Background: an optimization exercise with open tools, aiming at small area and a short achievable clock period. Do not read the settings as production practice. RTL that was checked went through simulation tests only; none was proved equivalent to the original. Function not checked in runs 1, 2 and 4: the RTL went through the layout flow alone. No activity file was given, so power comes from the tool's default toggle rates.

[flow/design.v]
package ldpc_dec_pkg;
  localparam int ZC              = 32;
  localparam int DEC_OUT_LIFTING = 16;
  localparam int BLK_NUM         = 8;
  localparam int WORDS_23        = 4;
  localparam int WORDS_78        = 2;
  localparam logic [2:0] ILS_23 = 3'd1;
  localparam logic [2:0] ILS_78 = 3'd2;
  typedef logic [0:0] ser_state_t;
  localparam ser_state_t ST_IDLE = 1'b0;
  localparam ser_state_t ST_SEND = 1'b1;
endpackage
module ldpc_word_fifo #(
  parameter int WIDTH = 8,
  parameter int DEPTH = 5
) (
  input  logic                    clk,
  input  logic [DEPTH-1:0]        wen,
  input  logic [WIDTH-1:0]        din,
  output logic [DEPTH-1:0][WIDTH-1:0] q
);
  for (genvar i = 0; i < DEPTH; i++) begin : g_slot
    always_ff @(posedge clk) begin
      if (wen[i]) q[i] <= din;
    end
  end
endmodule
module ldpc_dec_out_serializer #(
  parameter int ZC              = ldpc_dec_pkg::ZC,
  parameter int DEC_OUT_LIFTING = ldpc_dec_pkg::DEC_OUT_LIFTING,
  parameter int OUT_W           = 64,
  parameter int FIFO_DEPTH      = 4,
  parameter int WORDS_23        = ldpc_dec_pkg::WORDS_23,
  parameter int WORDS_78        = ldpc_dec_pkg::WORDS_78,
  parameter int BLK_NUM         = ldpc_dec_pkg::BLK_NUM
) (
  input  logic                        clk,
  input  logic                        rst,
  input  logic [2:0]                  iLs,
  input  logic                        dec_valid,
  input  logic [2:0]                  dec_valid_cnt,
  input  logic [ZC*DEC_OUT_LIFTING-1:0] dec_data,
  output logic [OUT_W-1:0]            m_tdata,
  output logic                        m_tvalid,
  input  logic                        m_tready,
  output logic                        m_tlast,
  output logic [2:0]                  m_tuser,
  output logic                        ovf,
  output logic                        mode_err,
  output logic                        blk_done,
  output logic                        done_all
);
  localparam int IN_W  = ZC * DEC_OUT_LIFTING;
  localparam int BEATS = IN_W / OUT_W;
  localparam int BCW   = (BEATS > 1) ? $clog2(BEATS) : 1;
  localparam int MAXW  = (WORDS_23 > WORDS_78) ? WORDS_23 : WORDS_78;
  localparam int WCW   = $clog2(MAXW + 1);
  localparam int EW    = IN_W + 4;
  localparam int NS    = FIFO_DEPTH + 1;
  localparam int BKW   = $clog2(BLK_NUM + 1);
  logic [WCW-1:0]               wcnt;
  logic [WCW-1:0]               words_q;
  logic [WCW-1:0]               words_cur;
  logic                         mode_ok;
  logic                         offer;
  logic                         word_in;
  logic                         word_last;
  logic                         snd;       
  logic [BCW-1:0]               bcnt;      
  logic                         lastb;     
  logic [FIFO_DEPTH-1:0]        qth;       
  logic [NS-1:0]                hd;        
  logic [NS-1:0]                wp;        
  logic [NS-1:0]                wen;       
  logic [NS-1:0]                rsel;      
  logic [BEATS-1:0]             csel;      
  logic [NS-1:0][EW-1:0]        slot;
  logic [BKW-1:0]               blk_cnt;
  logic [OUT_W-1:0]             tdata_h;
  logic [2:0]                   tuser_h;
  logic                         tlast_h;
  logic                         ovf_h, merr_h, done_h;
  logic                         hs, eow, pop, push, full, qne, load;
  logic                         snd_n, lastb_n, done_set;
  logic [BCW-1:0]               bcnt_n;
  logic [FIFO_DEPTH-1:0]        qth_n;
  logic [NS-1:0]                hd_n, wp_n, rsel_n;
  logic [BEATS-1:0]             csel_n;
  logic [OUT_W-1:0]             nxt_data;
  logic [2:0]                   nxt_user;
  logic                         nxt_last;
  always_comb begin
    words_cur = words_q;
    mode_ok   = 1'b1;
    if (wcnt == '0) begin
      mode_ok = 1'b0;
      if (iLs == ldpc_dec_pkg::ILS_23) begin
        words_cur = WCW'(WORDS_23);
        mode_ok   = 1'b1;
      end else if (iLs == ldpc_dec_pkg::ILS_78) begin
        words_cur = WCW'(WORDS_78);
        mode_ok   = 1'b1;
      end
    end
  end
  assign offer     = dec_valid && !done_h;
  assign word_in   = offer && mode_ok;
  assign word_last = (wcnt == words_cur - 1'b1);
  assign hs        = snd && m_tready;
  assign eow       = hs && lastb;
  assign qne       = qth[0];
  assign full      = qth[FIFO_DEPTH-1];
  assign pop       = qne && (!snd || eow);
  assign push      = word_in && (!full || pop);
  assign load      = !snd || hs;
  always_ff @(posedge clk) begin
    if (rst) begin
      wcnt     <= '0;
      words_q  <= '0;
    end else if (word_in) begin
      if (wcnt == '0) words_q <= words_cur;
      wcnt <= word_last ? '0 : wcnt + 1'b1;
    end
  end
  always_ff @(posedge clk) begin
    if (rst) begin
      ovf_h    <= 1'b0;
      merr_h   <= 1'b0;
      ovf      <= 1'b0;
      mode_err <= 1'b0;
    end else begin
      if (word_in && !push) ovf_h <= 1'b1;
      if (offer && !mode_ok) merr_h <= 1'b1;
      ovf      <= ovf_h || (word_in && !push);
      mode_err <= merr_h || (offer && !mode_ok);
    end
  end
  always_comb begin
    snd_n  = snd;
    bcnt_n = bcnt;
    hd_n   = hd;
    if (pop) begin
      snd_n  = 1'b1;
      bcnt_n = '0;
    end else if (eow) begin
      snd_n  = 1'b0;
      bcnt_n = '0;
    end else if (hs) begin
      bcnt_n = bcnt + 1'b1;
    end
    if (eow) hd_n = {hd[NS-2:0], hd[NS-1]};
    lastb_n = snd_n && (bcnt_n == BCW'(BEATS - 1));
    qth_n = qth;
    if (push && !pop)      qth_n = {qth[FIFO_DEPTH-2:0], 1'b1};
    else if (pop && !push) qth_n = {1'b0, qth[FIFO_DEPTH-1:1]};
    wp_n = push ? {wp[NS-2:0], wp[NS-1]} : wp;
    rsel_n = lastb_n ? {hd_n[NS-2:0], hd_n[NS-1]} : hd_n;
    csel_n = '0;
    if (!snd_n || lastb_n) csel_n[0] = 1'b1;
    else                   csel_n[bcnt_n + 1'b1] = 1'b1;
  end
  always_ff @(posedge clk) begin
    if (rst) begin
      snd   <= 1'b0;
      bcnt  <= '0;
      lastb <= 1'b0;
      qth   <= '0;
      hd    <= NS'(1);
      wp    <= NS'(1);
      wen   <= NS'(1);
      rsel  <= NS'(1);
      csel  <= BEATS'(1);
    end else begin
      snd   <= snd_n;
      bcnt  <= bcnt_n;
      lastb <= lastb_n;
      qth   <= qth_n;
      hd    <= hd_n;
      wp    <= wp_n;
      rsel  <= rsel_n;
      csel  <= csel_n;
      wen   <= (qth_n[FIFO_DEPTH-1] && snd_n && !lastb_n) ? '0 : wp_n;
    end
  end
  ldpc_word_fifo #(
    .WIDTH (EW),
    .DEPTH (NS)
  ) u_fifo (
    .clk  (clk),
    .wen  (wen),
    .din  ({dec_data, dec_valid_cnt, word_last}),
    .q    (slot)
  );
  always_comb begin
    nxt_data = '0;
    nxt_user = '0;
    nxt_last = 1'b0;
    for (int i = 0; i < NS; i++) begin
      for (int c = 0; c < BEATS; c++) begin
        nxt_data = nxt_data | ({OUT_W{rsel[i] & csel[c]}} & slot[i][4 + c*OUT_W +: OUT_W]);
      end
      nxt_user = nxt_user | ({3{rsel[i]}} & slot[i][3:1]);
      nxt_last = nxt_last | (rsel[i] & slot[i][0]);
    end
    nxt_last = nxt_last && csel[BEATS-1];
  end
  always_ff @(posedge clk) begin
    if (load) begin
      tdata_h <= nxt_data;
      tlast_h <= nxt_last;
      if (csel[0]) tuser_h <= nxt_user;
    end
  end
  always_ff @(posedge clk) begin
    if (rst) begin
      m_tdata <= '0;
      m_tuser <= '0;
      m_tlast <= 1'b0;
    end else begin
      m_tdata <= load ? nxt_data : tdata_h;
      m_tuser <= (load && csel[0]) ? nxt_user : tuser_h;
      m_tlast <= load ? nxt_last : tlast_h;
    end
  end
  assign done_set = hs && tlast_h && (blk_cnt == BKW'(BLK_NUM - 1));
  always_ff @(posedge clk) begin
    if (rst) begin
      blk_done <= 1'b0;
      done_h   <= 1'b0;
      done_all <= 1'b0;
      blk_cnt  <= '0;
    end else begin
      blk_done <= hs && tlast_h;
      if (hs && tlast_h) blk_cnt <= blk_cnt + 1'b1;
      if (done_set) done_h <= 1'b1;
      done_all <= done_h || done_set;
    end
  end
  assign m_tvalid = snd;
endmodule
[flow/run.sh]
#!/bin/bash
# synth_recipe.tcl (not shown) runs the flow's synth.tcl, then flattens the netlist and writes it again
# the make line also repeats each setting of config.mk as NAME=value (left out here)
make -C /OpenROAD-flow-scripts/flow DESIGN_CONFIG=/design/flow/config.mk WORK_HOME=/design/flow/orfs CLKGATE_MAP_FILE= SYNTH_SCRIPT=/design/flow/synth_recipe.tcl finish
[flow/config.mk]
export PLATFORM = sky130hd
export DESIGN_NAME = ldpc_dec_out_serializer
export DESIGN_NICKNAME = ldpc_dec_out_serializer
export VERILOG_FILES = /design/flow/design.v
export SDC_FILE = /design/flow/constraint.sdc
export NUM_CORES = 4
export LEC_CHECK = 0
export CAP_MARGIN = 20
export CORE_MARGIN = 2
export CORE_UTILIZATION = 55
export CTS_CLUSTER_DIAMETER = 80
export CTS_CLUSTER_SIZE = 25
export PLACE_DENSITY = 0.65
export SETUP_SLACK_MARGIN = 2.7
export SLEW_MARGIN = 20
[flow/constraint.sdc]
create_clock -name core_clock -period 5.0 [get_ports {clk}]
set_input_delay 1.0000 -clock core_clock [delete_from_list [all_inputs] [get_ports {clk}]]
set_output_delay 1.0000 -clock core_clock [all_outputs]
set_load 0.01 [all_outputs]
==> results of run 1 <==
==> path summary, 6_finish.rpt <==
| check | cells past startpoint | slack [ns] | from | to |
|---|---|---|---|---|
| worst max-delay path | 1 | 2.61 | m_tdata[42] | m_tdata[42] |
| worst max register to register | 12 | 2.62 | wcnt[0] | wen[4] |
| worst min register to register | 2 | 0.47 | tdata_h[25] | tdata_h[25] |
| worst min-delay path | 2 | 0.47 | tdata_h[25] | tdata_h[25] |
==> power by group <==
part	internal, mW	switching, mW
combinational	0.859	1.31
clock	5.57	7.27
sequential	26.4	0.346
==> through the flow <==
step,hold slack [ns],std cells,area [sq um]
floorplan,0.424,5718,100000
global placement,0.434,8388,109000
detailed placement,0.449,8388,109000
CTS,0.471,8718,115000
global route,0.485,8852,117000
finish,0.471,8864,117000
==> kinds of logic (layout without fill, tap and decap cells) <==
group	Yosys count	in the layout	synth area share, %
other cells	0	76	0
buf+inv	440	1139	1.94
flops	2770	2770	81.1
fa+ha+maj	12	12	0.150
xor+xnor	8	8	0.0699
simple gates	700	701	3.64
mux	10	10	0.102
compound gates	1778	1778	13.0
==> area by class of cell <==
| cell class | instances | area (sq um) | area share, % |
|---|---|---|---|
| Tap cell | 2370 | 2970 | 2.54 |
| Sequential cell | 2770 | 81600 | 69.8 |
| Clock inverter | 26 | 262 | 0.224 |
| Multi-Input combinational cell | 2509 | 17600 | 15.1 |
| Timing Repair Buffer | 873 | 10100 | 8.62 |
| Inverter | 28 | 248 | 0.212 |
| Timing Repair inverter | 2 | 17.5 | 0.0150 |
| Antenna cell | 76 | 190 | 0.163 |
| Clock buffer | 210 | 3890 | 3.33 |
==> flip-flops by register name, indices dropped and copies added, names as in the netlist, 3 cells and up <==
name / count
u_fifo.q: 2580
m_tdata: 64
tdata_h: 64
csel: 8
hd: 5
rsel: 5
wen: 5
wp: 5
blk_cnt: 4
qth: 4
bcnt: 3
m_tuser: 3
tuser_h: 3
wcnt: 3
words_q: 3
==> what timing repair did <==
action,4_1_cts,5_1_grt
gates cloned,21,15
endpoints found under the setup margin,245,149
resized for setup,635,89
pin swaps,15,44
hold buffers,0,0
setup buffers,73,55
==> placed cells by master, fill, tap and decap left out, drive strengths merged, types with 9 or more instances in the layout <==
cell type,netlist,routed
a2111oi,11,11
a211oi,9,9
a21oi,288,288
a221o,21,21
a221oi,29,29
a222oi,129,129
a22o,99,99
a22oi,892,892
a311oi,10,10
a31oi,37,37
a32oi,21,21
and2,43,43
and3,51,51
and4,10,10
buf,290,326
bufbuf,0,14
clkbuf,122,225
clkdlybuf4s50,0,516
clkinv,4,20
dfxtp,187,187
diode,0,76
edfxtp,2583,2583
ha,12,12
inv,24,34
nand2,32,32
nand3,108,108
nand4,27,27
nor2,219,219
nor3,92,92
nor4,55,55
nor4b,12,12
o21ai,21,21
o22a,25,25
o22ai,142,142
or4,13,13
==> routing by layer <==
layer / share of wire [%] / wire length (microns)
met2: 47 / 160000
met1: 36 / 124000
met3: 12 / 41200
met5: 0.090 / 309
met4: 5.2 / 17700
==> impl_metrics.csv, run 1 <==
group,metric,value,unit
status,status,"no timing/DRC/antenna violations",
critical_path,end_kind,"primary output",
global_route,grt_first_pass_wirelength,460,mm
critical_path,cpPeakStageDelay,0.44,ns
critical_path,cp_top_family,"flip-flops",
floorplan,fp.dieArea,0.186,sq mm
route,detail-route-antenna-nets,0,
power_and_ir_drop,ir_drop,0.000366,V
route,drt-total-wl,344,mm
route,drt_first_pass_iters,9,
placement,hpwl,175,mm
floorplan,die_h,431,microns
timing,hold_viol_final,0,
timing,slew_viol_final,0,
clocking,cts_made_buffers,136,
yosys,synthTopCellsByCount,"edfxtp_1 (2583), a22oi_1 (892), a21oi_1 (288)",
power_and_ir_drop,p_per_area,357,mW/mm^2
global_route,grt_use_met3,6.68,%
yosys,ys_ff_latch,2770,
timing,tightest_slew,1.33,ns
timing,fmaxAchievable,0.418,GHz
global_route,grtUsageTotal,35.4,%
timing,fin_crit_sh,47.8,%
yosys,synth-seq-area-share,81.1,%
timing,final-setup-viol-count,0,
route,drt_iter0_drc,10800,
timing,setup_ws,2.61,ns
yosys,syn_inst,5718,
yosys,synth_top_area_share,77.3,%
clocking,cts.htree.levels,4,
clocking,clock_path_buffers,3,
power_and_ir_drop,total_power,41.7,mW
yosys,synth-edff-count,2583,
critical_path,critPathKind,"reg2out",
route,vias,63000,
yosys,ys.flop_type,"edfxtp_1",
timing,period_needed,2.39,ns
cells_and_area,syn2layout_area_growth,16.5,%
cells_and_area,drive_above_1_share,11.6,%
timing,fin_skew,0.0330,ns
hold_path,min-delay-path-class,"reg2reg",
critical_path,worst_ep_required_time,4.00,ns
placement,gp_congestion,0.850,
floorplan,io_pins,595,
timing,rsz0062_at_grt,"yes",
clocking,cts_tree,"yes",
global_route,globalRouteMet1Util,48.5,%
critical_path,path_buf_inv,1,
run,drv_cap,0,
yosys,yosysWarnings,2,
global_route,grt_start_max_net_pins,152,
critical_path,arrival,1.39,ns
global_route,top_usage_layer,"met2",
critical_path,cp_slowest_cell,"dfxtp_4",
critical_path,cp_max_fo,1,
placement,port_buffers,594,
floorplan,rows,156,
critical_path,startpoint_type,"flip-flop",
critical_path,path_cells,"buf_6",
floorplan,core,0.181,sq mm
floorplan,die_width,431,microns
cells_and_area,post-route-util,64.6,%
yosys,syn_area_per_cell,17.5,sq um
cells_and_area,final_nets,6854,
yosys,syn_nets,6252,
power_and_ir_drop,p_leak,36.5,nW
route,post_drt_wl_per_cell,38.8,microns
placement,dp_slack,0.799,ns
cells_and_area,fillers,12500,
yosys,synth_area,0.100,sq mm
timing,relSlewSlack,11.1,%
yosys,synth_area_leaders,"edfxtp_1 (77%), a22oi_1 (6.7%), dfxtp_1 (3.7%)",
floorplan,start_util,55.4,%
clocking,clkTransAtPathRegs,0.10,ns
yosys,yosysUniqueCellTypes,74,
clocking,cts.sinks,2770,
global_route,grt.overflow.total,0,
yosys,synth_most_common_cell,"edfxtp_1",
yosys,synthArstFlopShare,0,%
route,vias_per_cell,7.10,
clocking,cts-root-buf,"clkbuf_16",
clocking,insertion_delay,0.83,ns
global_route,antenna_found_initial,120,
yosys,synth_top_cell_by_area,"edfxtp_1",
global_route,grt_pass1_vias,59500,
route,drc,0,
global_route,gr-usage-met2,54.5,%
timing,tns,0,ns
==> run 2: changes to the inputs <==
--- a/flow/config.mk
+++ b/flow/config.mk
@@ -10,4 +10,4 @@
 export CORE_UTILIZATION = 55
-export CTS_CLUSTER_DIAMETER = 80
-export CTS_CLUSTER_SIZE = 25
+export CTS_CLUSTER_DIAMETER = 100
+export CTS_CLUSTER_SIZE = 30
 export PLACE_DENSITY = 0.65
==> impl_metrics.csv, run 2 <==
group,metric,value,unit
cells_and_area,final_common_cell,"edfxtp_1",
cells_and_area,fillers,12600,
clocking,cts_tree,"yes",
global_route,grt_first_pass_wirelength,460,mm
floorplan,io_pins,595,
route,detail-route-antenna-nets,0,
floorplan,die_h,431,microns
yosys,synth-seq-area-share,81.1,%
run,drv_cap,0,
critical_path,reg2reg_from,"csel[4]",
floorplan,fp.dieArea,0.186,sq mm
critical_path,cp_slowest_cell,"a211oi_4",
timing,hold_ws,0.475,ns
yosys,synth_adder_area_share,0.150,%
yosys,syn_nets,6252,
timing,fin_skew,0.0286,ns
clocking,cts.htree.levels,3,
status,status,"no timing/DRC/antenna violations",
critical_path,critPathKind,"in2reg",
yosys,synth-xor-area-share,0.0699,%
route,post_drt_wl_per_cell,38.6,microns
critical_path,crit_start,"iLs[2]",
yosys,synth-simple-area-share,3.64,%
critical_path,cp_max_fo,4,
route,vias_per_cell,7.09,
yosys,synth_most_common_cell,"edfxtp_1",
placement,gp_congestion,0.850,
clocking,insertion_delay,0.81,ns
timing,rsz0062_at_grt,"yes",
critical_path,rrSetupSlack,2.58,ns
global_route,grt_pass1_vias,59100,
route,drc,0,
critical_path,startpoint_type,"input port",
critical_path,path_cells,"dlygate4sd2_1 -> nor4b_4 -> nor2_1 -> nor2_1 -> inv_1 -> ha_4 -> xnor2_4 -> and3_4 -> a211oi_4 -> o211ai_1 -> a21oi_1",
yosys,synth_area,0.100,sq mm
cells_and_area,final_cell_mix,"edfxtp_1 (2583), a22oi_1 (881), clkdlybuf4s50_1 (516)",
hold_path,min-delay-path-class,"reg2reg",
placement,hpwl,175,mm
power_and_ir_drop,p_leak,36.1,nW
critical_path,arrival,3.15,ns
floorplan,core,0.181,sq mm
yosys,yosysUniqueCellTypes,74,
critical_path,regToRegEndpoint,"m_tdata[39]",
global_route,grt.overflow.total,0,
critical_path,reg2reg_depth,7,
yosys,yosysWarnings,2,
timing,fin_crit_sh,48.8,%
timing,fmaxAchievable,0.410,GHz
timing,final-setup-viol-count,0,
cells_and_area,fin_area,0.116,sq mm
route,drt_first_pass_iters,7,
yosys,syn_inst,5718,
yosys,syn_area_per_cell,17.5,sq um
critical_path,end_kind,"flip-flop",
yosys,synthTopCellsByCount,"edfxtp_1 (2583), a22oi_1 (892), a21oi_1 (288)",
timing,hold_viol_final,0,
yosys,synthArstFlopShare,0,%
yosys,synthMuxAreaShare,0.102,%
critical_path,worst_ep_required_time,5.71,ns
power_and_ir_drop,p_per_area,344,mW/mm^2
route,drt_iter0_drc,11400,
power_and_ir_drop,ir_drop,0.000340,V
clocking,clkTransAtPathRegs,0.12,ns
yosys,synth-edff-count,2583,
clocking,clock_path_buffers,3,
cells_and_area,drive_above_1_share,11.3,%
cells_and_area,top_regs,"u_fifo.q (2580), m_tdata (64), tdata_h (64)",
clocking,cts-root-buf,"clkbuf_16",
yosys,ys.flop_type,"edfxtp_1",
timing,period_needed,2.44,ns
global_route,grt_start_max_net_pins,152,
yosys,synth_top_family_by_area,"compound AO/OA/AOI/OAI gates",
critical_path,cpMostUsedCell,"nor2_1",
yosys,ys_ff_latch,2770,
route,drt-total-wl,341,mm
clocking,cts.sinks,2770,
yosys,synth_compound_area_share,13.0,%
critical_path,cpPeakStageDelay,0.35,ns
cells_and_area,final_nets,6838,
clocking,cts_made_buffers,104,
timing,tns,0,ns
timing,relSlewSlack,20.1,%
floorplan,die_width,431,microns
floorplan,start_util,55.4,%
yosys,synth_top_cell_by_area,"edfxtp_1",
cells_and_area,syn2layout_area_growth,15.7,%
timing,tightest_slew,1.20,ns
yosys,synth_area_leaders,"edfxtp_1 (77%), a22oi_1 (6.7%), dfxtp_1 (3.7%)",
timing,slew_viol_final,0,
cells_and_area,top_register,"u_fifo.q",
global_route,grtUsageTotal,35.3,%
yosys,synth_top_area_share,77.3,%
placement,postPlaceCellArea,0.109,sq mm
placement,port_buffers,594,
global_route,antenna_found_initial,121,
cells_and_area,largest_reg_flops,2580,
route,vias,62700,
critical_path,cp-endpoint,"wcnt[0]",
floorplan,rows,156,
run 2: changes by cell type in the layout (fill, tap and decap cells not counted), sizes merged, moves of 3 or more:
cell | before | now
clkinv | 20 | 11
bufbuf | 14 | 17
clkbuf | 225 | 195
buf | 326 | 344
inv | 34 | 29
run 2: through the flow:
step / instances / util [%] / power, mW / worst slack, ns
2_1_floorplan: 5718 / - / 28.0 / 0.772
3_3_place_gp: 8388 / 60.2 / 29.2 / 0.861
3_5_place_dp: 8388 / 60.2 / 29.3 / 0.799
4_1_cts: 8688 / 63.3 / 39.8 / 2.58
5_1_grt: 8830 / 64.1 / 40.8 / 2.50
6_report: 8839 / 64.1 / 39.9 / 2.56
run 2: critical path, delay by kind of cell:
family | cells | cell delay [ns]
AND/OR/NAND/NOR | 4 | 0.74
XOR/XNOR | 1 | 0.13
adder cells (fa/ha/maj) | 1 | 0.18
AO/OA/AOI/OAI | 3 | 0.68
buffers and inverters | 2 | 0.41
run 2: repair_timing:
action | CTS | global route
hold buffers | 0 | 0
resized for setup | 642 | 110
setup endpoints to repair | 242 | 141
gates cloned | 24 | 10
setup buffers | 81 | 65
pin swaps | 22 | 56
run 2: worst min path at each step:
stage             endpoint         from  cells after the start  slack (ns)
6_report       tdata_h[22]  tdata_h[22]                      2        0.48
5_1_grt              ovf_h        ovf_h                      2        0.49
4_1_cts        tdata_h[59]  tdata_h[59]                      2        0.47
3_5_place_dp   tdata_h[59]  tdata_h[59]                      2        0.45
3_3_place_gp        merr_h       merr_h                      2        0.43
2_1_floorplan       merr_h       merr_h                      2        0.42
run 2: logic make-up after synthesis:
group                      count (synthesis)
buffers and inverters                    440
DFF                                     2770
and+or+nand+nor                          700
AOI/OAI and AO/OA                       1778
xor gates and xnor gates                   8
adders and majority gates                 12
muxes                                     10
run 2: routing by layer:
| layer | share of wire (%) | global-route usage (%) | vias to the layer above |
|---|---|---|---|
| met3 | 12 | 6.13 | 664 |
| met4 | 4.7 | 17.6 | 52 |
| met1 | 36 | 49.1 | 32100 |
| met2 | 47 | 54.5 | 4867 |
| met5 | 0.097 | 0 | - |
| li1 | - | - | 25000 |
run 2: where the power goes:
part / switching [mW] / internal, mW
clock network: 6.88 / 4.15
logic: 1.31 / 0.858
registers: 0.346 / 26.4
total: 8.54 / 31.4
run 2: final cells by class:
type	instances	area [sq um]	share of cell area [%]
clock buffer	183	2970	2.56
timing repair buffer	890	10300	8.88
sequential	2770	81600	70.3
antenna	76	190	0.164
multi-input combinational	2509	17700	15.2
clock inverter	12	119	0.102
timing repair inverter	1	8.76	0.00755
inverter	28	248	0.213
tap	2370	2970	2.55
==> run 3: changes to the inputs <==
--- a/flow/design.v
+++ b/flow/design.v
@@ -76,2 +76,3 @@
   logic [BEATS-1:0]             csel;      
+  logic [NS-1:0][BEATS-1:0]     sel;       
   logic [NS-1:0][EW-1:0]        slot;
@@ -172,3 +173,5 @@
       csel  <= BEATS'(1);
-    end else begin
+      sel   <= (NS*BEATS)'(1);
+    end else begin
+      for (int i = 0; i < NS; i++) sel[i] <= rsel_n[i] ? csel_n : '0;
       snd   <= snd_n;
@@ -199,3 +202,3 @@
       for (int c = 0; c < BEATS; c++) begin
-        nxt_data = nxt_data | ({OUT_W{rsel[i] & csel[c]}} & slot[i][4 + c*OUT_W +: OUT_W]);
+        nxt_data = nxt_data | ({OUT_W{sel[i][c]}} & slot[i][4 + c*OUT_W +: OUT_W]);
       end
==> flow/flow/run.sh (new file) <==
#!/bin/bash
set -euo pipefail
cat >> config.mk <<'EOF'
export BUFFER_PORTS_ARGS = -buffer_cell sky130_fd_sc_hd__buf_1
EOF
bash standard.sh finish > standard_flow.log 2>&1
==> flow/standard.sh (new file) <==
#!/bin/bash
# synth_recipe.tcl (not shown) runs the flow's synth.tcl, then flattens the netlist and writes it again
# the make line also repeats each setting of config.mk as NAME=value (left out here)
make -C /OpenROAD-flow-scripts/flow DESIGN_CONFIG=/design/flow/config.mk WORK_HOME=/design/flow/orfs CLKGATE_MAP_FILE= SYNTH_SCRIPT=/design/flow/synth_recipe.tcl "${@:-finish}"
--- a/flow/config.mk
+++ b/flow/config.mk
@@ -15 +15,2 @@
 export SLEW_MARGIN = 20
+export BUFFER_PORTS_ARGS = -buffer_cell sky130_fd_sc_hd__buf_1
removed: flow/run.sh
==> impl_metrics.csv, run 3 <==
group,metric,value,unit
critical_path,reg2reg_depth,6,
timing,hold_viol_final,0,
timing,fin_skew,0.0321,ns
critical_path,cpPeakStageDelay,0.43,ns
clocking,insertion_delay,0.80,ns
floorplan,start_util,55.2,%
timing,fmaxAchievable,0.426,GHz
global_route,grtUsageTotal,36.2,%
power_and_ir_drop,ir_drop,0.000315,V
cells_and_area,largest_reg_flops,2580,
critical_path,critPathKind,"reg2out",
power_and_ir_drop,p_per_area,371,mW/mm^2
power_and_ir_drop,p_sw,8.76,mW
timing,rsz0062_at_grt,"yes",
timing,slew_viol_final,0,
critical_path,cp_slowest_cell,"dfxtp_4",
route,post_drt_wl_per_cell,41.3,microns
clocking,cts_hold_buf,0,
clocking,cts.htree.levels,3,
hold_path,hold_start,"ovf_h",
timing,tightest_slew,1.16,ns
yosys,synth_top_area_share,79.0,%
yosys,synth-edff-count,2583,
yosys,synthArstFlopShare,0,%
global_route,grt_start_max_net_pins,116,
yosys,syn_area_per_cell,18.9,sq um
critical_path,regToRegEndpoint,"m_tdata[34]",
hold_path,holdPathEnd,"ovf_h",
route,vias,59800,
cells_and_area,drive_above_1_share,9.34,%
route,drt_iter0_drc,11100,
cells_and_area,final_cell_mix,"edfxtp_1 (2583), a22oi_1 (712), buf_1 (520)",
global_route,antenna_found_initial,120,
clocking,clock_path_buffers,3,
placement,placedCellCount,7965,
power_and_ir_drop,p_leak,33.6,nW
yosys,yosysUniqueCellTypes,57,
floorplan,die_width,427,microns
placement,port_buffers,594,
critical_path,cp_max_fo,1,
critical_path,worst_ep_required_time,4.00,ns
cells_and_area,top_regs,"u_fifo.q (2580), m_tdata (64), tdata_h (64)",
floorplan,rows,155,
timing,final-setup-viol-count,0,
yosys,synth-seq-area-share,83.5,%
cells_and_area,fillers,12900,
clocking,cts_tree,"yes",
cells_and_area,final_common_cell,"edfxtp_1",
placement,hpwl,182,mm
run,drv_cap,0,
clocking,cts.sinks,2804,
critical_path,crit_start,"m_tdata[62]",
timing,tns,0,ns
critical_path,end_kind,"primary output",
hold_path,min-delay-path-class,"reg2reg",
timing,period_needed,2.35,ns
power_and_ir_drop,seq_power_share,67.7,%
yosys,synthTopCellsByCount,"edfxtp_1 (2583), a22oi_1 (712), a22o_1 (223)",
yosys,synth_most_common_cell,"edfxtp_1",
critical_path,startpoint_type,"flip-flop",
critical_path,rrSetupSlack,2.68,ns
global_route,grt.overflow.total,0,
cells_and_area,syn2layout_area_growth,10.9,%
yosys,synth_area,0.0982,sq mm
critical_path,cp_top_family,"flip-flops",
timing,fin_crit_sh,47.0,%
cells_and_area,final_nets,6311,
power_and_ir_drop,combPwrFrac,4.7,%
critical_path,path_cells,"buf_6",
critical_path,path_buf_inv,1,
yosys,synth_top_cell_by_area,"edfxtp_1",
critical_path,reg2reg_from,"sel[17]",
floorplan,die_h,427,microns
floorplan,io_pins,595,
clocking,clkTransAtPathRegs,0.12,ns
placement,gp_congestion,0.848,
yosys,yosysWarnings,2,
clocking,cts_made_buffers,105,
timing,relSlewSlack,22.6,%
yosys,syn_nets,5732,
yosys,syn_inst,5198,
route,drc,0,
route,drt_first_pass_iters,8,
yosys,ys_ff_latch,2804,
cells_and_area,fin_cells,8303,
floorplan,core,0.178,sq mm
floorplan,fp.dieArea,0.182,sq mm
route,detail-route-antenna-nets,0,
yosys,ys.flop_type,"edfxtp_1",
power_and_ir_drop,power.internal,31.6,mW
status,status,"no timing/DRC/antenna violations",
cells_and_area,top_register,"u_fifo.q",
global_route,grt_first_pass_wirelength,453,mm
route,vias_per_cell,7.21,
critical_path,arrival,1.35,ns
hold_path,whs_path_depth,2,
power_and_ir_drop,p_clk_share,27.6,%
global_route,grt_pass1_vias,55500,
yosys,synth_area_leaders,"edfxtp_1 (79%), a22oi_1 (5.4%), dfxtp_1 (4.5%)",
power_and_ir_drop,swShare,21.7,%
route,drt-total-wl,343,mm
clocking,cts-root-buf,"clkbuf_16",
run 3: area by class of cell:
cell class	instances	area [sq um]	area share, %
diodes	79	198	0.181
clock buffers	190	3030	2.78
clock inverters	9	104	0.0953
inverters	15	58.8	0.0540
multi-input cells	2067	15100	13.9
flip-flops and latches	2804	82300	75.5
well taps	2355	2950	2.70
repair buffers	784	5240	4.81
run 3: through the flow:
step / hold slack [ns] / power, mW / util, % / area [sq um] / setup slack, ns
3_5_place_dp: 0.448 / 29.6 / 58.3 / 104000 / 1.20
3_3_place_gp: 0.446 / 29.5 / 58.3 / 104000 / 1.35
5_1_grt: 0.496 / 41.3 / 61.2 / 109000 / 2.57
6_report: 0.476 / 40.4 / 61.2 / 109000 / 2.65
4_1_cts: 0.461 / 40.3 / 60.7 / 108000 / 2.61
2_1_floorplan: 0.424 / 28.6 / - / 98200 / 0.772
run 3: worst max path at each step:
stage                  endpoint  slack, ns  depth (start not counted)
finish              m_tdata[62]       2.65                          1
global route            wcnt[2]       2.57                         12
CTS                 m_tdata[62]       2.61                          1
detailed placement      sel[12]       1.20                         11
global placement        sel[36]       1.35                         11
floorplan           u_fifo.q[0]       0.77                          0
run 3: layer usage:
layer  part of all wire, %  track usage (%)
met1                    35             49.3
met2                    46             56.2
met3                    13             7.32
met4                   5.5             18.1
met5                  0.15                0
run 3: cells by family after synthesis:
logic type	after synthesis	share of synthesized area (%)
AOI/OAI and AO/OA	1334	10.8
xor gates and xnor gates	10	0.0892
adders and majority gates	12	0.153
buffers and inverters	327	1.52
DFF	2804	83.5
muxes	14	0.144
and+or+nand+nor	697	3.84
run 3: repair_timing:
action                                  4_1_cts  5_1_grt
endpoints found under the hold margin         0        0
buffers inserted                             30       29
resized for setup                           269       54
pin swaps                                     7       18
endpoints found under the setup margin      264      146
cloned                                        0        1
run 3: power by group through the flow:
stage | registers [mW] | clock network [mW] | logic, mW
CTS | 27.3 | 11.1 | 1.87
finish | 27.4 | 11.1 | 1.91
detailed placement | 27.9 | 0 | 1.77
global placement | 27.8 | 0 | 1.74
floorplan | 28.2 | 0 | 0.395
global route | 27.4 | 11.9 | 2.02
==> run 4: changes to the inputs <==
--- a/flow/design.v
+++ b/flow/design.v
@@ -54,7 +54,8 @@
   localparam int BEATS = IN_W / OUT_W;
-  localparam int BCW   = (BEATS > 1) ? $clog2(BEATS) : 1;
   localparam int MAXW  = (WORDS_23 > WORDS_78) ? WORDS_23 : WORDS_78;
   localparam int WCW   = $clog2(MAXW + 1);
-  localparam int EW    = IN_W + 4;
+  localparam int BW    = IN_W - OUT_W;      
+  localparam int HW    = OUT_W + 4;         
   localparam int NS    = FIFO_DEPTH + 1;
+  localparam int NH    = FIFO_DEPTH;
   localparam int BKW   = $clog2(BLK_NUM + 1);
@@ -68,3 +69,3 @@
   logic                         snd;       
-  logic [BCW-1:0]               bcnt;      
+  logic [BEATS-1:0]             bsel;      
   logic                         lastb;     
@@ -74,6 +75,13 @@
   logic [NS-1:0]                wen;       
-  logic [NS-1:0]                rsel;      
+  logic [NH-1:0]                hh;        
+  logic [NH-1:0]                hw;        
+  logic                         hw_free;   
+  logic                         hw_end;    
+  logic [NH-1:0]                hen;
   logic [BEATS-1:0]             csel;      
-  logic [NS-1:0][BEATS-1:0]     sel;       
-  logic [NS-1:0][EW-1:0]        slot;
+  logic [NS-1:0][BEATS-1:1]     sel;       
+  logic [NH-1:0]                sel0;      
+  logic [NS-1:0][BW-1:0]        slot;
+  logic [NH-1:0][HW-1:0]        head;
+  logic                         cur_last;  
   logic [BKW-1:0]               blk_cnt;
@@ -83,11 +91,11 @@
   logic                         ovf_h, merr_h, done_h;
-  logic                         hs, eow, pop, push, full, qne, load;
-  logic                         snd_n, lastb_n, done_set;
-  logic [BCW-1:0]               bcnt_n;
+  logic                         hs, eow, pop, push, full, qne, load, done_set;
+  logic                         snd_n, lastb_n;
+  logic [BEATS-1:0]             bsel_n, csel_n;
   logic [FIFO_DEPTH-1:0]        qth_n;
-  logic [NS-1:0]                hd_n, wp_n, rsel_n;
-  logic [BEATS-1:0]             csel_n;
+  logic [NS-1:0]                hd_n, wp_n;
+  logic [NH-1:0]                hh_n, hw_n;
   logic [OUT_W-1:0]             nxt_data;
   logic [2:0]                   nxt_user;
-  logic                         nxt_last;
+  logic                         nxt_last, head_last;
   always_comb begin
@@ -140,3 +148,3 @@
     snd_n  = snd;
-    bcnt_n = bcnt;
+    bsel_n = bsel;
     hd_n   = hd;
@@ -144,11 +152,12 @@
       snd_n  = 1'b1;
-      bcnt_n = '0;
+      bsel_n = BEATS'(1);
     end else if (eow) begin
       snd_n  = 1'b0;
-      bcnt_n = '0;
+      bsel_n = BEATS'(1);
     end else if (hs) begin
-      bcnt_n = bcnt + 1'b1;
+      bsel_n = {bsel[BEATS-2:0], bsel[BEATS-1]};
     end
     if (eow) hd_n = {hd[NS-2:0], hd[NS-1]};
-    lastb_n = snd_n && (bcnt_n == BCW'(BEATS - 1));
+    lastb_n = snd_n && bsel_n[BEATS-1];
+    hh_n  = pop ? {hh[NH-2:0], hh[NH-1]} : hh;
     qth_n = qth;
@@ -157,34 +166,41 @@
     wp_n = push ? {wp[NS-2:0], wp[NS-1]} : wp;
-    rsel_n = lastb_n ? {hd_n[NS-2:0], hd_n[NS-1]} : hd_n;
-    csel_n = '0;
-    if (!snd_n || lastb_n) csel_n[0] = 1'b1;
-    else                   csel_n[bcnt_n + 1'b1] = 1'b1;
-  end
-  always_ff @(posedge clk) begin
-    if (rst) begin
-      snd   <= 1'b0;
-      bcnt  <= '0;
-      lastb <= 1'b0;
-      qth   <= '0;
-      hd    <= NS'(1);
-      wp    <= NS'(1);
-      wen   <= NS'(1);
-      rsel  <= NS'(1);
-      csel  <= BEATS'(1);
-      sel   <= (NS*BEATS)'(1);
-    end else begin
-      for (int i = 0; i < NS; i++) sel[i] <= rsel_n[i] ? csel_n : '0;
-      snd   <= snd_n;
-      bcnt  <= bcnt_n;
-      lastb <= lastb_n;
-      qth   <= qth_n;
-      hd    <= hd_n;
-      wp    <= wp_n;
-      rsel  <= rsel_n;
-      csel  <= csel_n;
-      wen   <= (qth_n[FIFO_DEPTH-1] && snd_n && !lastb_n) ? '0 : wp_n;
-    end
-  end
+    hw_n = push ? {hw[NH-2:0], hw[NH-1]} : hw;
+    csel_n = (!snd_n || lastb_n) ? BEATS'(1) : {bsel_n[BEATS-2:0], bsel_n[BEATS-1]};
+  end
+  always_ff @(posedge clk) begin
+    if (rst) begin
+      snd     <= 1'b0;
+      bsel    <= BEATS'(1);
+      lastb   <= 1'b0;
+      qth     <= '0;
+      hd      <= NS'(1);
+      wp      <= NS'(1);
+      wen     <= NS'(1);
+      hh      <= NH'(1);
+      hw      <= NH'(1);
+      hw_free <= 1'b1;
+      hw_end  <= 1'b0;
+      csel    <= BEATS'(1);
+      sel     <= '0;
+      sel0    <= NH'(1);
+    end else begin
+      snd     <= snd_n;
+      bsel    <= bsel_n;
+      lastb   <= lastb_n;
+      qth     <= qth_n;
+      hd      <= hd_n;
+      wp      <= wp_n;
+      hh      <= hh_n;
+      hw      <= hw_n;
+      csel    <= csel_n;
+      for (int i = 0; i < NS; i++) sel[i] <= hd_n[i] ? csel_n[BEATS-1:1] : '0;
+      sel0    <= csel_n[0] ? hh_n : '0;
+      wen     <= (qth_n[FIFO_DEPTH-1] && snd_n && !lastb_n) ? '0 : wp_n;
+      hw_free <= !qth_n[FIFO_DEPTH-1] || (qth_n[0] && !snd_n);
+      hw_end  <= qth_n[0] && lastb_n;
+    end
+  end
+  assign hen = (hw_free || (hw_end && m_tready)) ? hw : '0;
   ldpc_word_fifo #(
-    .WIDTH (EW),
+    .WIDTH (BW),
     .DEPTH (NS)
@@ -193,17 +209,29 @@
     .wen  (wen),
-    .din  ({dec_data, dec_valid_cnt, word_last}),
+    .din  (dec_data[IN_W-1:OUT_W]),
     .q    (slot)
   );
+  ldpc_word_fifo #(
+    .WIDTH (HW),
+    .DEPTH (NH)
+  ) u_head (
+    .clk  (clk),
+    .wen  (hen),
+    .din  ({dec_data[OUT_W-1:0], dec_valid_cnt, word_last}),
+    .q    (head)
+  );
   always_comb begin
-    nxt_data = '0;
-    nxt_user = '0;
-    nxt_last = 1'b0;
+    nxt_data  = '0;
+    nxt_user  = '0;
+    head_last = 1'b0;
     for (int i = 0; i < NS; i++) begin
-      for (int c = 0; c < BEATS; c++) begin
-        nxt_data = nxt_data | ({OUT_W{sel[i][c]}} & slot[i][4 + c*OUT_W +: OUT_W]);
+      for (int c = 1; c < BEATS; c++) begin
+        nxt_data = nxt_data | ({OUT_W{sel[i][c]}} & slot[i][(c-1)*OUT_W +: OUT_W]);
       end
-      nxt_user = nxt_user | ({3{rsel[i]}} & slot[i][3:1]);
-      nxt_last = nxt_last | (rsel[i] & slot[i][0]);
-    end
-    nxt_last = nxt_last && csel[BEATS-1];
+    end
+    for (int j = 0; j < NH; j++) begin
+      nxt_data  = nxt_data | ({OUT_W{sel0[j]}} & head[j][HW-1:4]);
+      nxt_user  = nxt_user | ({3{sel0[j]}} & head[j][3:1]);
+      head_last = head_last | (sel0[j] & head[j][0]);
+    end
+    nxt_last = cur_last && csel[BEATS-1];
   end
@@ -213,3 +241,6 @@
       tlast_h <= nxt_last;
-      if (csel[0]) tuser_h <= nxt_user;
+      if (csel[0]) begin
+        tuser_h  <= nxt_user;
+        cur_last <= head_last;
+      end
     end
--- a/flow/config.mk
+++ b/flow/config.mk
@@ -10,4 +10,4 @@
 export CORE_UTILIZATION = 55
-export CTS_CLUSTER_DIAMETER = 100
-export CTS_CLUSTER_SIZE = 30
+export CTS_CLUSTER_DIAMETER = 80
+export CTS_CLUSTER_SIZE = 25
 export PLACE_DENSITY = 0.65
==> impl_metrics.csv, run 4 <==
group,metric,value,unit
floorplan,die_width,424,microns
critical_path,arrival,1.39,ns
cells_and_area,final_cell_mix,"edfxtp_1 (2516), buf_1 (519), a22o_1 (513)",
timing,period_needed,2.39,ns
cells_and_area,final_nets,6118,
timing,final-setup-viol-count,0,
cells_and_area,post-route-util,61.9,%
global_route,grt_start_max_net_pins,111,
power_and_ir_drop,total_power,42.7,mW
yosys,yosysUniqueCellTypes,58,
yosys,synth-edff-count,2516,
status,status,"no timing/DRC/antenna violations",
power_and_ir_drop,p_per_area,393,mW/mm^2
clocking,cts_hold_buf,0,
floorplan,die_h,424,microns
yosys,ys_ff_latch,2746,
timing,relSlewSlack,30.8,%
route,drt_first_pass_iters,8,
floorplan,io_pins,595,
placement,port_buffers,594,
global_route,grt_pass1_vias,55900,
power_and_ir_drop,p_leak,33.4,nW
timing,fmaxAchievable,0.418,GHz
yosys,synth_area_leaders,"edfxtp_1 (78%), dfxtp_1 (4.8%), a22o_1 (4.6%)",
hold_path,min-delay-path-class,"in2reg",
route,vias_per_cell,7.33,
yosys,synth_top_area_share,78.0,%
critical_path,cp_top_family,"flip-flops",
floorplan,rows,154,
timing,setup_ws,2.61,ns
clocking,insertion_delay,0.85,ns
floorplan,start_util,55.2,%
global_route,grt_first_pass_wirelength,467,mm
placement,hpwl,179,mm
yosys,ys.flop_type,"edfxtp_1",
timing,rsz0062_at_grt,"yes",
cells_and_area,top_regs,"u_fifo.q (2240), u_head.q (272)",
clocking,cts.sinks,2746,
route,post_drt_wl_per_cell,43.1,microns
yosys,synthTopCellsByCount,"edfxtp_1 (2516), a22o_1 (513), a221oi_1 (448)",
critical_path,path_cells,"buf_6",
run,drv_cap,0,
placement,postPlaceCellArea,0.102,sq mm
timing,tightest_slew,1.04,ns
route,drc,0,
yosys,synth-seq-area-share,82.7,%
clocking,cts.htree.levels,4,
critical_path,worst_ep_required_time,4.00,ns
critical_path,cp_slowest_cell,"dfxtp_4",
clocking,cts_tree,"yes",
timing,hold_viol_final,0,
yosys,synth_most_common_cell,"edfxtp_1",
yosys,syn_area_per_cell,19.4,sq um
clocking,clock_path_buffers,3,
route,drt-total-wl,350,mm
floorplan,core,0.176,sq mm
cells_and_area,top_register,"u_fifo.q",
critical_path,critPathKind,"reg2out",
cells_and_area,drive_above_1_share,10.2,%
cells_and_area,final_common_cell,"edfxtp_1",
floorplan,fp.dieArea,0.180,sq mm
clocking,cts-root-buf,"clkbuf_16",
critical_path,cp_max_fo,1,
critical_path,path_buf_inv,1,
timing,hold_ws,0.417,ns
yosys,yosysWarnings,3,
global_route,antenna_found_initial,125,
timing,slew_viol_final,0,
yosys,synthArstFlopShare,0,%
cells_and_area,fin_area,0.109,sq mm
yosys,syn_nets,5522,
global_route,grt.overflow.total,0,
placement,placedCellCount,7726,
yosys,synth_top_cell_by_area,"edfxtp_1",
critical_path,startpoint_type,"flip-flop",
yosys,synth_area,0.0969,sq mm
timing,tns,0,ns
power_and_ir_drop,ir_drop,0.000361,V
placement,dp_slack,1.46,ns
route,drt_iter0_drc,9900,
timing,fin_skew,0.0542,ns
clocking,cts_made_buffers,135,
cells_and_area,fin_cells,8120,
timing,fin_crit_sh,47.8,%
placement,gp_congestion,0.855,
route,detail-route-antenna-nets,0,
cells_and_area,largest_reg_flops,2240,
critical_path,cpPeakStageDelay,0.43,ns
route,vias,59500,
critical_path,end_kind,"primary output",
cells_and_area,syn2layout_area_growth,12.1,%
global_route,grtUsageTotal,38.2,%
yosys,syn_inst,4994,
clocking,clkTransAtPathRegs,0.10,ns
[run 4: changes by cell type in the layout (fill, tap and decap cells not counted), moves of 68 or more]
| cell | delta |
|---|---|
| a22o_1 | +290 |
| a221oi_1 | +227 |
| a222oi_1 | -68 |
| a211oi_1 | +73 |
| nor3_1 | -98 |
| a22oi_1 | -447 |
| nor2_1 | -82 |
| nand4_1 | -192 |
| and4_1 | +130 |
[run 4: cells by family after synthesis]
logic type | Yosys count | share of synthesized area, %
flops | 2746 | 82.7
compound gates | 1495 | 12.8
simple gates | 398 | 2.69
buf+inv | 326 | 1.55
mux | 15 | 0.161
xor+xnor | 8 | 0.0723
fa+ha+maj | 6 | 0.0775
[run 4: report_power, final]
group	internal [mW]	total, mW	switching, mW
clock	5.40	12.8	7.37
combinational	0.846	2.73	1.88
sequential	26.6	27.2	0.596
total	32.9	42.7	9.85
[run 4: final timing paths]
| kind | end | depth (start not counted) | slack [ns] | start |
|---|---|---|---|---|
| max | m_tdata[2] | 1 | 2.61 | m_tdata[2] |
| min | u_head.q[255] | 1 | 0.42 | dec_data[47] |
| max reg2reg | wcnt[2] | 11 | 2.61 | wcnt[0] |
| min reg2reg | merr_h | 2 | 0.47 | merr_h |
[run 4: routing by layer]
layer / global-route usage (%) / part of all wire [%]
met5: 0 / 0.12
met4: 23.2 / 6.3
met3: 9.01 / 13
met2: 57.5 / 46
met1: 51.0 / 35
[run 4: cell type report]
type,instances,area (sq um)
Antenna cell,92,230
Clock buffer,200,3700
Clock inverter,35,492
Fill cell,12500,66900
Inverter,14,57.6
Multi-Input combinational cell,1922,15400
Sequential cell,2746,80500
Tap cell,2340,2930
Timing Repair Buffer,771,5340
[run 4: timing repair]
action                     CTS  global route
cloned                       0             0
pin swaps                    4             1
setup buffers               58             9
gates resized for setup    262            16
setup endpoints to repair  380           105
[run 4: worst register-to-register path: cells and delay by family (launching register included)]
| kind | cells | cell delay [ns] |
|---|---|---|
| simple gates | 3 | 0.64 |
| compound gates | 3 | 0.48 |
| xor+xnor | 1 | 0.21 |
| flops | 1 | 0.36 |
| buf+inv | 2 | 0.25 |
| fa+ha+maj | 2 | 0.33 |
==> run 5: changes to the inputs <==
--- a/flow/design.v
+++ b/flow/design.v
@@ -26,2 +26,9 @@
   end
+endmodule
+module ldpc_sel_aoi3 (
+  input  logic [2:0] s,
+  input  logic [2:0] d,
+  output logic       y
+);
+  assign y = ~|(s & d);
 endmodule
@@ -221,13 +228,35 @@
   );
+  localparam int NSRC = NS * (BEATS - 1) + NH;
+  localparam int NGRP = (NSRC + 2) / 3;
+  logic [3*NGRP-1:0]            src_sel;
+  logic [OUT_W-1:0][3*NGRP-1:0] src_dat;
+  logic [OUT_W-1:0][NGRP-1:0]   grp_n;
   always_comb begin
-    nxt_data  = '0;
+    src_sel = '0;
+    src_dat = '0;
+    for (int i = 0; i < NS; i++) begin
+      for (int c = 1; c < BEATS; c++) begin
+        src_sel[i*(BEATS-1) + c - 1] = sel[i][c];
+        for (int b = 0; b < OUT_W; b++) src_dat[b][i*(BEATS-1) + c - 1] = slot[i][(c-1)*OUT_W + b];
+      end
+    end
+    for (int j = 0; j < NH; j++) begin
+      src_sel[NS*(BEATS-1) + j] = sel0[j];
+      for (int b = 0; b < OUT_W; b++) src_dat[b][NS*(BEATS-1) + j] = head[j][4 + b];
+    end
+  end
+  for (genvar b = 0; b < OUT_W; b++) begin : g_bit
+    for (genvar g = 0; g < NGRP; g++) begin : g_grp
+      ldpc_sel_aoi3 u_aoi (
+        .s (src_sel[3*g +: 3]),
+        .d (src_dat[b][3*g +: 3]),
+        .y (grp_n[b][g])
+      );
+    end
+    assign nxt_data[b] = ~&grp_n[b];
+  end
+  always_comb begin
     nxt_user  = '0;
     head_last = 1'b0;
-    for (int i = 0; i < NS; i++) begin
-      for (int c = 1; c < BEATS; c++) begin
-        nxt_data = nxt_data | ({OUT_W{sel[i][c]}} & slot[i][(c-1)*OUT_W +: OUT_W]);
-      end
-    end
     for (int j = 0; j < NH; j++) begin
-      nxt_data  = nxt_data | ({OUT_W{sel0[j]}} & head[j][HW-1:4]);
       nxt_user  = nxt_user | ({3{sel0[j]}} & head[j][3:1]);
--- a/flow/config.mk
+++ b/flow/config.mk
@@ -15,2 +15,4 @@
 export SLEW_MARGIN = 20
+export SYNTH_HIERARCHICAL = 1
+export SYNTH_MINIMUM_KEEP_SIZE = 0
 export BUFFER_PORTS_ARGS = -buffer_cell sky130_fd_sc_hd__buf_1
==> impl_metrics.csv, run 5 <==
group,metric,value,unit
global_route,grt_pass1_vias,52200,
route,detail-route-antenna-nets,0,
cells_and_area,final_common_cell,"edfxtp_1",
timing,tightest_slew,1.09,ns
timing,relSlewSlack,27.0,%
floorplan,rows,150,
critical_path,critPathKind,"reg2out",
global_route,grt_start_max_net_pins,158,
cells_and_area,syn2layout_area_growth,14.1,%
yosys,ys.flop_type,"edfxtp_1",
global_route,antenna_found_initial,112,
yosys,synth_top_cell_by_area,"edfxtp_1",
cells_and_area,fillers,11600,
power_and_ir_drop,p_per_area,394,mW/mm^2
yosys,synth_most_common_cell,"edfxtp_1",
timing,fmaxAchievable,0.424,GHz
yosys,synth_top_area_share,81.2,%
timing,period_needed,2.36,ns
route,drt_iter0_drc,13500,
yosys,syn_nets,4932,
clocking,cts.sinks,2746,
timing,rsz0062_at_grt,"yes",
global_route,grtUsageTotal,35.6,%
yosys,yosysUniqueCellTypes,60,
critical_path,cp_top_family,"flip-flops",
cells_and_area,final_nets,5835,
cells_and_area,drive_above_1_share,11.6,%
yosys,synth_area,0.0930,sq mm
route,vias_per_cell,7.27,
cells_and_area,final_cell_mix,"edfxtp_1 (2516), a222oi_1 (832), buf_1 (519)",
yosys,syn_area_per_cell,21.1,sq um
critical_path,startpoint_type,"flip-flop",
timing,hold_ws,0.448,ns
critical_path,cp_slowest_cell,"dfxtp_4",
route,post_drt_wl_per_cell,41.1,microns
floorplan,die_width,415,microns
power_and_ir_drop,p_leak,33.7,nW
critical_path,cpPeakStageDelay,0.42,ns
yosys,synthTopCellsByCount,"edfxtp_1 (2516), a222oi_1 (832), dfxtp_1 (230)",
floorplan,core,0.168,sq mm
placement,dp_slack,1.73,ns
yosys,synth-edff-count,2516,
timing,slew_viol_final,0,
placement,gp_congestion,0.839,
clocking,insertion_delay,0.83,ns
yosys,synth-seq-area-share,86.1,%
timing,setup_ws,2.64,ns
route,vias,55900,
timing,tns,0,ns
route,drc,0,
timing,fin_skew,0.0258,ns
global_route,grt_first_pass_wirelength,420,mm
critical_path,cp_max_fo,1,
cells_and_area,top_regs,"u_fifo.q (2240), u_head.q (272)",
yosys,synth_area_leaders,"edfxtp_1 (81%), a222oi_1 (9.0%), dfxtp_1 (4.9%)",
timing,fin_crit_sh,47.1,%
power_and_ir_drop,total_power,41.8,mW
clocking,cts.htree.levels,4,
critical_path,end_kind,"primary output",
clocking,clock_path_buffers,3,
critical_path,path_cells,"buf_6",
route,drt_first_pass_iters,9,
placement,hpwl,171,mm
floorplan,start_util,55.5,%
timing,hold_viol_final,0,
hold_path,min-delay-path-class,"in2reg",
floorplan,die_h,415,microns
clocking,cts_made_buffers,132,
floorplan,fp.dieArea,0.172,sq mm
timing,final-setup-viol-count,0,
yosys,synthArstFlopShare,0,%
yosys,ys_ff_latch,2746,
clocking,cts_tree,"yes",
floorplan,io_pins,595,
yosys,yosysWarnings,9,
route,drt-total-wl,316,mm
cells_and_area,largest_reg_flops,2240,
clocking,cts-root-buf,"clkbuf_16",
global_route,grt.overflow.total,0,
power_and_ir_drop,ir_drop,0.000388,V
yosys,syn_inst,4406,
run,drv_cap,0,
cells_and_area,top_register,"u_fifo.q",
critical_path,path_buf_inv,1,
status,status,"no timing/DRC/antenna violations",
clocking,clkTransAtPathRegs,0.10,ns
placement,port_buffers,594,
clocking,cts_hold_buf,0,
critical_path,worst_ep_required_time,4.00,ns
critical_path,arrival,1.36,ns
-- run 5: cell count changes after synthesis, moves of 63 or more --
cell and change:
a22o_1 -503, a22oi_1 -256, nor2b_1 +71, nor4_1 +64
a211oi_1 -78, buf_2 -190, nand2_1 +63, and4_1 -192
a221oi_1 -447, a311oi_1 -65, nand4_1 +129, a222oi_1 +832
-- run 5: path summary, 6_finish.rpt --
check                     from      endpoint  slack [ns]  cells past startpoint
setup / recovery   m_tdata[19]   m_tdata[19]        2.64                      1
hold / removal    dec_data[44]  u_head.q[48]        0.45                      1
setup reg to reg       sel[18]   m_tdata[13]        2.67                      6
hold reg to reg         merr_h        merr_h        0.46                      2
-- run 5: metal layers --
layer / vias to the layer above / GRT usage, % / share of wire, %
met4: 54 / 16.5 / 4.9
met3: 678 / 9.27 / 15
met1: 28500 / 48.5 / 34
li1: 21800 / - / -
met2: 4852 / 54.2 / 46
met5: - / 0 / 0.15
-- run 5: kinds of logic after synthesis --
group / Yosys count / share of synthesized area, %
DFF: 2746 / 86.1
AOI/OAI and AO/OA: 967 / 9.85
and+or+nand+nor: 608 / 3.43
buffers and inverters: 58 / 0.268
muxes: 16 / 0.175
xor gates and xnor gates: 7 / 0.0740
adders and majority gates: 4 / 0.0538
-- run 5: area by class of cell --
type / count / area, sq um / area share, %
Sequential cell: 2746 / 80400 / 75.8
Multi-Input combinational cell: 1602 / 12900 / 12.2
Timing Repair Buffer: 815 / 5660 / 5.33
Clock buffer: 211 / 3810 / 3.59
Tap cell: 2204 / 2760 / 2.60
Clock inverter: 22 / 294 / 0.277
Antenna cell: 74 / 185 / 0.174
Inverter: 12 / 47.5 / 0.0448
-- run 5: per-stage QoR --
stage / std cells / utilization (%) / cell area, sq um
CTS: 7587 / 62.9 / 105000
finish: 7686 / 63.3 / 106000
global placement: 7276 / 59.2 / 99300
detailed placement: 7276 / 59.2 / 99300
global route: 7674 / 63.3 / 106000
floorplan: 4406 / - / 93100
-- run 5: repair_timing --
item,4_1_cts,5_1_grt
cloned,2,0
endpoints found under the setup margin,329,190
resized for setup,246,66
pin swaps,17,32
buffers inserted,76,25
-- run 5: power breakdown --
group          total [mW]  switching, mW  internal (mW)
logic                2.39           1.63          0.760
clock network        12.6           6.99           5.61
registers            26.8          0.467           26.4
-- run 5: modules after synthesis, one instance, submodules excluded, a selection --
module,copies in the design,flops+latches
ldpc_dec_out_serializer,1,234
ldpc_sel_aoi3,832,0
==> run 6: changes to the inputs <==
--- a/flow/design.v
+++ b/flow/design.v
@@ -94,3 +94,3 @@
   logic [BKW-1:0]               blk_cnt;
-  logic [OUT_W-1:0]             tdata_h;
+  logic [OUT_W-1:0]             tdata_hn;
   logic [2:0]                   tuser_h;
@@ -123,3 +123,3 @@
   assign word_in   = offer && mode_ok;
-  assign word_last = (wcnt == words_cur - 1'b1);
+  assign word_last = (wcnt == '0) ? (words_cur == WCW'(1)) : (wcnt == words_q - 1'b1);
   assign hs        = snd && m_tready;
@@ -268,3 +268,3 @@
     if (load) begin
-      tdata_h <= nxt_data;
+      tdata_hn <= ~nxt_data;
       tlast_h <= nxt_last;
@@ -278,3 +278,2 @@
     if (rst) begin
-      m_tdata <= '0;
       m_tuser <= '0;
@@ -282,3 +281,2 @@
     end else begin
-      m_tdata <= load ? nxt_data : tdata_h;
       m_tuser <= (load && csel[0]) ? nxt_user : tuser_h;
@@ -287,2 +285,5 @@
   end
+  always_ff @(posedge clk) begin
+    m_tdata <= load ? nxt_data : ~tdata_hn;
+  end
   assign done_set = hs && tlast_h && (blk_cnt == BKW'(BLK_NUM - 1));
==> impl_metrics.csv, run 6 <==
group,metric,value,unit
route,post_drt_wl_per_cell,42.4,microns
route,drc,0,
yosys,synth_adder_area_share,0.0537,%
timing,period_needed,2.35,ns
cells_and_area,largest_reg_flops,2240,
critical_path,path_buf_inv,1,
yosys,synth-simple-area-share,2.73,%
power_and_ir_drop,p_per_area,397,mW/mm^2
yosys,ys.flop_type,"edfxtp_1",
yosys,synth_compound_area_share,9.38,%
yosys,synthTopCellsByCount,"edfxtp_1 (2580), a222oi_1 (832), dfxtp_1 (166)",
placement,port_buffers,594,
critical_path,arrival,1.35,ns
cells_and_area,drive_above_1_share,11.2,%
status,status,"no timing/DRC/antenna violations",
power_and_ir_drop,p_leak,33.7,nW
placement,dp_slack,1.18,ns
global_route,grt_pass1_vias,51900,
timing,fmaxAchievable,0.425,GHz
floorplan,core,0.169,sq mm
cells_and_area,top_regs,"u_fifo.q (2240), u_head.q (272)",
placement,hpwl,173,mm
power_and_ir_drop,combPwrFrac,6.0,%
cells_and_area,top_register,"u_fifo.q",
route,drt_iter0_drc,13800,
timing,tns,0,ns
critical_path,cp_top_family,"flip-flops",
yosys,synth_most_common_cell,"edfxtp_1",
run,drv_cap,0,
critical_path,path_cells,"buf_6",
route,detail-route-antenna-nets,0,
global_route,grtUsageTotal,35.5,%
power_and_ir_drop,seq_power_share,64.3,%
timing,setup_ws,2.65,ns
critical_path,end_kind,"primary output",
timing,rsz0062_at_grt,"yes",
cells_and_area,multi_input_area,0.0129,sq mm
route,vias,55400,
hold_path,min-delay-path-class,"reg2reg",
floorplan,rows,151,
clocking,cts.htree.levels,4,
clocking,cts-root-buf,"clkbuf_16",
yosys,synth-xor-area-share,0.0912,%
power_and_ir_drop,p_clk_share,29.7,%
yosys,synthMuxAreaShare,0.880,%
yosys,syn_inst,4254,
floorplan,start_util,55.2,%
yosys,syn_area_per_cell,21.9,sq um
timing,final-setup-viol-count,0,
power_and_ir_drop,ir_drop,0.000417,V
yosys,syn_nets,4780,
critical_path,cpPeakStageDelay,0.41,ns
floorplan,io_pins,595,
timing,relSlewSlack,20.9,%
yosys,synth-edff-count,2580,
power_and_ir_drop,swShare,22.3,%
cells_and_area,final_common_cell,"edfxtp_1",
clocking,clkTransAtPathRegs,0.10,ns
route,vias_per_cell,7.37,
power_and_ir_drop,p_sw,9.37,mW
placement,postPlaceCellArea,0.0993,sq mm
clocking,clock_path_buffers,3,
yosys,synth_area,0.0932,sq mm
power_and_ir_drop,power.internal,32.7,mW
route,drt_first_pass_iters,10,
cells_and_area,fillers,11800,
critical_path,critPathKind,"reg2out",
placement,gp_congestion,0.853,
cells_and_area,fin_area,0.106,sq mm
clocking,cts_tree,"yes",
yosys,synth_top_cell_by_area,"edfxtp_1",
floorplan,die_h,416,microns
global_route,antenna_found_initial,118,
cells_and_area,final_cell_mix,"edfxtp_1 (2580), a222oi_1 (832), buf_1 (519)",
global_route,grt_start_max_net_pins,172,
yosys,yosysUniqueCellTypes,51,
route,drt-total-wl,319,mm
yosys,synth_area_leaders,"edfxtp_1 (83%), a222oi_1 (8.9%), dfxtp_1 (3.6%)",
global_route,grt.overflow.total,0,
timing,fin_skew,0.0395,ns
yosys,synth_top_area_share,83.1,%
critical_path,cp_max_fo,1,
yosys,yosysWarnings,9,
critical_path,worst_ep_required_time,4.00,ns
cells_and_area,syn2layout_area_growth,13.6,%
cells_and_area,final_nets,5650,
timing,slew_viol_final,0,
yosys,synth_top_family_by_area,"compound AO/OA/AOI/OAI gates",
yosys,ys_ff_latch,2746,
floorplan,die_width,416,microns
yosys,synth-seq-area-share,86.7,%
yosys,synthArstFlopShare,0,%
timing,tightest_slew,1.19,ns
global_route,grt_first_pass_wirelength,421,mm
clocking,cts_made_buffers,134,
timing,hold_viol_final,0,
timing,fin_crit_sh,47.1,%
clocking,cts.sinks,2746,
clocking,insertion_delay,0.83,ns
critical_path,cp_slowest_cell,"dfxtp_4",
floorplan,fp.dieArea,0.173,sq mm
cells_and_area,seq_area,0.0811,sq mm
critical_path,startpoint_type,"flip-flop",
## run 6: cell types whose count changed after synthesis, sizes merged, moves of 8 or more
| cell | change |
|---|---|
| nor2b | -66 |
| buf | -8 |
| dfxtp | -64 |
| edfxtp | +64 |
| nor2 | -56 |
| clkbuf | -10 |
| mux2i | +68 |
| a21oi | -65 |
## run 6: cell type report
| class | count | area share, % |
|---|---|---|
| Sequential cell | 2746 | 76.5 |
| Antenna cell | 72 | 0.170 |
| Tap cell | 2218 | 2.62 |
| Multi-Input combinational cell | 1466 | 12.2 |
| Timing Repair Buffer | 760 | 4.61 |
| Inverter | 15 | 0.0779 |
| Clock inverter | 33 | 0.307 |
| Timing Repair inverter | 1 | 0.00827 |
| Clock buffer | 206 | 3.54 |
## run 6: logic make-up (layout without fill, tap and decap cells)
logic type	after synthesis	in the layout
XOR/XNOR	8	8
AO/OA/AOI/OAI	890	890
adder cells (fa/ha/maj)	4	4
multiplexers	82	82
AND/OR/NAND/NOR	481	482
flip-flops	2746	2746
buffers and inverters	43	1015
other	0	72
## run 6: path summary, 6_finish.rpt
check / startpoint / depth (start not counted) / slack [ns] / end
max: m_tdata[37] / 1 / 2.65 / m_tdata[37]
min: tdata_hn[34] / 1 / 0.42 / m_tdata[34]
max reg2reg: sel[32] / 5 / 2.65 / m_tdata[27]
min reg2reg: tdata_hn[34] / 1 / 0.42 / m_tdata[34]
## run 6: metal layers
layer | track usage, % | routed length (microns) | part of all wire (%)
met2 | 56.0 | 152000 | 48
met3 | 7.21 | 43800 | 14
met1 | 47.7 | 107000 | 34
met5 | 0 | 310 | 0.097
met4 | 17.3 | 15900 | 5.0
## run 6: Yosys stat by module (local to each module, per instance), excerpt
module	flip-flops and latches	cells inside
ldpc_dec_out_serializer	234	910
ldpc_sel_aoi3	0	1
## run 6: per-stage QoR
step / util, % / hold WS [ns] / total power, mW / std cells
floorplan: - / 0.404 / 28.4 / 4254
global placement: 58.8 / 0.407 / 29.6 / 7147
detailed placement: 58.8 / 0.409 / 29.7 / 7147
CTS: 62.3 / 0.391 / 42.0 / 7429
global route: 62.7 / 0.424 / 43.0 / 7504
finish: 62.7 / 0.419 / 42.1 / 7517
## run 6: timing repair
action / CTS / global route
gates resized for setup: 263 / 42
pin swaps: 16 / 7
cloned: 2 / 0
endpoints found under the setup margin: 510 / 278
buffers inserted: 41 / 16
hold buffers: 0 / 0
## run 6: power groups by stage
stage / logic (mW) / registers (mW) / clock network (mW)
finish: 2.53 / 27.1 / 12.5
detailed placement: 2.10 / 27.6 / 0
floorplan: 0.591 / 27.8 / 0
global placement: 2.05 / 27.5 / 0
global route: 2.65 / 27.1 / 13.2
CTS: 2.47 / 27.0 / 12.5

[separate check: timing with driven ports]
In the flow no input, the clock included, has a driving cell. The finished layouts below were timed again as built, in two steps. Step 1 assumes that a clkbuf_16 drives the clock port and a buf_2 every other input. Step 2 moves the port delays by t, midway between the first and last clock arrival at a register: inputs arrive t later, outputs are due t later. That takes back most of the time a late clock gives input paths. Three values: no drivers, after step 1, after step 2; two values: the first two.
| run | t (ns) | slack for setup (ns) | hold slack, ns | worst register clock-pin slew, ns |
|---|---|---|---|---|
| run 1 | 0.907 | 2.610 / 2.522 / 1.786 | 0.471 / 0.471 / 0.471 | 0.10 / 0.10 |
| run 2 | 0.876 | 2.562 / 2.528 / 1.755 | 0.475 / 0.475 / 0.475 | 0.12 / 0.12 |
| run 3 | 0.871 | 2.652 / 2.562 / 1.868 | 0.476 / 0.439 / 0.476 | 0.12 / 0.12 |
| run 4 | 0.926 | 2.608 / 2.511 / 1.826 | 0.417 / 0.382 / 0.466 | 0.10 / 0.10 |
| run 5 | 0.897 | 2.644 / 2.553 / 1.943 | 0.448 / 0.413 / 0.460 | 0.10 / 0.10 |
| run 6 | 0.908 | 2.647 / 2.553 / 1.892 | 0.419 / 0.417 / 0.419 | 0.10 / 0.10 |
After both steps setup and hold are still met in every run listed. For run 1, which loses most, drivers alone change the setup slack by -0.088 ns; drivers and shift together by -0.824 ns.
